This design comes from an exercise in tuning for small area and a short achievable clock period on the open sky130 flow, not from production work.
At most, simulation tests tie the RTL to the original design; equivalence was not proved.
Power and IR drop assume default switching activity.

== try-willow ==
// alu_top
module alu_top (
    input  logic                      clk,
    input  logic                      reset,
    input  logic                      ce,
    input  logic                      execute,
    input  logic [4:0]                operation,
    input  logic [16-1:0]    ta,
    input  logic [16-1:0]    tb,
    input  logic                      wide,
    input  logic [5:0]                flags_in,
    output logic [32-1:0]    result,
    output logic [5:0]                flags,
    output logic                      done
);
For scale: about 2100 cells after synthesis, roughly 39 flip-flops, roughly 16000 um2 of cells after synthesis.
make LEC_CHECK=0 CAP_MARGIN=20 CORE_MARGIN=2 CORE_UTILIZATION=40 GPL_TIMING_DRIVEN=0 SLEW_MARGIN=20 finish   # period 11.0 ns
run.sh (not shown) runs the stock make flow with config.mk's settings and CLKGATE_MAP_FILE= SYNTH_SCRIPT=/design/flow/synth_recipe.tcl, a recipe that flattens the netlist after the stock synthesis.
Here is what was changed in the inputs of try-umber compared with try-willow.
- GPL_TIMING_DRIVEN no longer set, was 0
Findings:
Between try-willow and try-umber, the smallest hold slack is higher for try-umber.
Changes observed in try-umber relative to try-willow: clock power increased 15%; wire length reported by the detailed router decreased about 14%; total number of vias decreased 2.0%.
> inputs changed (try-umber -> try-maple)
- ABC_AREA: unset -> 1
==> flow/flow/run.sh (new file) <==
#!/bin/bash
# The standard layout (standard.sh) with two changes:
# - synthesis runs Yosys's synth with -noabc (SYNTH_ARGS), so the full adders
#   are extracted from the design's own gates rather than from ABC's first
#   mapping, which leaves them in mixed polarity with inverters in between;
#   the registers, their names and cells are those of the standard synthesis
# - buffer_ports makes the port buffers from buf_2 cells instead of the slow
#   delay-buffer cell it picks by itself
# The make output goes to make_finish.log here; ORFS keeps each step's log
# under orfs/logs/.
set -euo pipefail
bash standard.sh "SYNTH_ARGS=-noabc" \
    "BUFFER_PORTS_ARGS=-buffer_cell sky130_fd_sc_hd__buf_2" finish > make_finish.log 2>&1
==> flow/standard.sh (new file) <==
#!/bin/bash
# synth_recipe.tcl (not shown) runs the flow's synth.tcl, then flattens the netlist and writes it again
# the make line also repeats each setting of config.mk as NAME=value (left out here)
make -C /OpenROAD-flow-scripts/flow DESIGN_CONFIG=/design/flow/config.mk WORK_HOME=/design/flow/orfs CLKGATE_MAP_FILE= SYNTH_SCRIPT=/design/flow/synth_recipe.tcl "${@:-finish}"
removed: flow/run.sh
- From try-maple to try-umber, number of clock sinks did not move at all.
- Count of buffer and inverter cells on the critical path for try-maple is lower than for try-umber.
- Internal power: try-maple better than try-umber
- On try-maple: die area is 140 um2 lower than what try-umber gave.
- Side by side, sequential share of layout area turned out higher in try-maple than in try-umber.
- Overall power consumption (try-maple over try-umber): decrease, 0.11 mW
No run of this note included a check of the RTL's function; only the layout flow was run.

---

== quartz ==
alu_top, a different RTL version from the one above (not shown whole).
Size: about 1,900 cells after synthesis, roughly 39 flip-flops, roughly 87 I/O pins, about 13,000 um2 of cells after synthesis.
Design alu_top, start of the top module:
module alu_top (
    input  logic                      clk,
    input  logic                      reset,
    input  logic                      ce,
    input  logic                      execute,
    input  logic [4:0]                operation,
    input  logic [16-1:0]    ta,
    input  logic [16-1:0]    tb,
    input  logic                      wide,
    input  logic [5:0]                flags_in,
    output logic [32-1:0]    result,
    output logic [5:0]                flags,
    output logic                      done
);
export LEC_CHECK = 0
export ABC_AREA = 1
export CAP_MARGIN = 20
export CORE_MARGIN = 2
export CORE_UTILIZATION = 40
export SETUP_SLACK_MARGIN = 1.6
export SLEW_MARGIN = 20
create_clock -name core_clock -period 11.0 [get_ports {clk}]
standard.sh (not shown) runs the stock make flow with config.mk's settings and CLKGATE_MAP_FILE= SYNTH_SCRIPT=/design/flow/synth_recipe.tcl, a recipe that flattens the netlist after the stock synthesis.
==> flow/flow/run.sh <==
#!/bin/bash
# The standard layout (standard.sh) with two changes:
# - synthesis runs Yosys's synth with -noabc (SYNTH_ARGS), so the full adders
#   are extracted from the design's own gates rather than from ABC's first
#   mapping, which leaves them in mixed polarity with inverters in between;
#   the registers, their names and cells are those of the standard synthesis
# - buffer_ports makes the port buffers from buf_2 cells instead of the slow
#   delay-buffer cell it picks by itself
# The make output goes to make_finish.log here; ORFS keeps each step's log
# under orfs/logs/.
set -euo pipefail
bash standard.sh "SYNTH_ARGS=-noabc" \
    "BUFFER_PORTS_ARGS=-buffer_cell sky130_fd_sc_hd__buf_2" finish > make_finish.log 2>&1
For indigo, these inputs were changed with respect to quartz:
Settings: SETUP_SLACK_MARGIN: 1.6 -> 1.3.
## What came out
Taking quartz as the reference, in indigo sum of routed wire length over all layers lost 0.80%; via-per-instance ratio lost about 0.4%; first-iteration detailed-routing DRC count up about 8%; cell area has decreased; met3 wire length lower. Changes observed in indigo relative to quartz: sequential group share of total power comparable; final worst-path cycle share higher; met2 track demand over resource held. In terms of final-layout worst hold slack, quartz and indigo differ only marginally. indigo packs its core more loosely than quartz.
Input-level comparison between juniper and indigo:
Settings: SETUP_SLACK_MARGIN no longer set, was 1.3.
## What came out
Delta (juniper minus indigo): routed wire length went down; clock network fraction of design power now sits higher; worst slew slack as a fraction of its limit fell 1.1 points. Re via count: juniper and indigo aren't equal, and the lower value belongs to juniper.
Here is what was changed in the inputs of violet compared with juniper.
Settings: SETUP_SLACK_MARGIN: unset -> 2.0.
## What came out
Number of global-route vias before repair delta for violet relative to juniper: 0.62% lower. The faster design of the two is violet; juniper tops out lower. Sort juniper and violet by longest individual stage delay on the worst path asc -> top: violet. ~same number of placed instances with taps included in juniper and violet. violet against juniper: final max-slew violation count essentially unchanged, least setup slack across all paths after layout went up by 1.56 ns, number of buffers on the longest clock path held.

---

Starting RTL as in the previous note.
clock: 11.0 ns
lec_check: 0
cap_margin: 20
core_margin: 2
core_utilization: 40
setup_slack_margin: 1.0
slew_margin: 20
Scripts as last shown in full above: flow/flow/run.sh
Then changed:
--- a/flow/config.mk
+++ b/flow/config.mk
@@ -7,0 +8 @@
+export ABC_AREA = 1
What happened: The new run completed without violations; count of clock-buffer cells in the layout is unchanged; design area falls by 18%; area after synthesis falls by about 10%.

==> separate check: timing with driven ports <==
The flow's constraints put no driver on any port. The routed layouts listed below were extracted and timed again, unchanged, in two steps. Step 1: set_driving_cell puts a clkbuf_16 on clk and a buf_2 on each other input, an assumption about the parent block. Step 2 times the ports against the registers' clock, not the clock port: input delays grow and output delays shrink by t, the midpoint of the rising clock arrivals with the driver on. a / b / c = ideal / step 1 / step 2; a / b = the first two.
| run | t (ns) | setup slack, ns | worst data-port slew with drivers (ns) |
|---|---|---|---|
| try-willow | 0.305 | 0.204 / 0.210 / -0.095 | 0.06 |
| try-umber | 0.315 | 0.328 / 0.334 / 0.019 | 0.05 |
| try-maple | 0.316 | 0.572 / 0.591 / 0.275 | 0.04 |
| quartz | 0.316 | 1.867 / 1.875 / 1.560 | 0.03 |
| indigo | 0.317 | 1.696 / 1.707 / 1.390 | 0.03 |
| juniper | 0.316 | 0.558 / 0.571 / 0.255 | 0.03 |
| violet | 0.308 | 2.117 / 2.120 / 1.812 | 0.06 |
| the first run of note 3 | 0.311 | 1.155 / 1.156 / 0.845 | 0.11 |
| the second run of note 3 | 0.318 | 1.425 / 1.436 / 1.118 | 0.03 |
With both steps, setup timing fails in try-willow, where it was met with ideal ports. For the first run of note 3, which loses most, drivers alone change the setup slack by +0.001 ns; drivers and shift together by -0.310 ns.
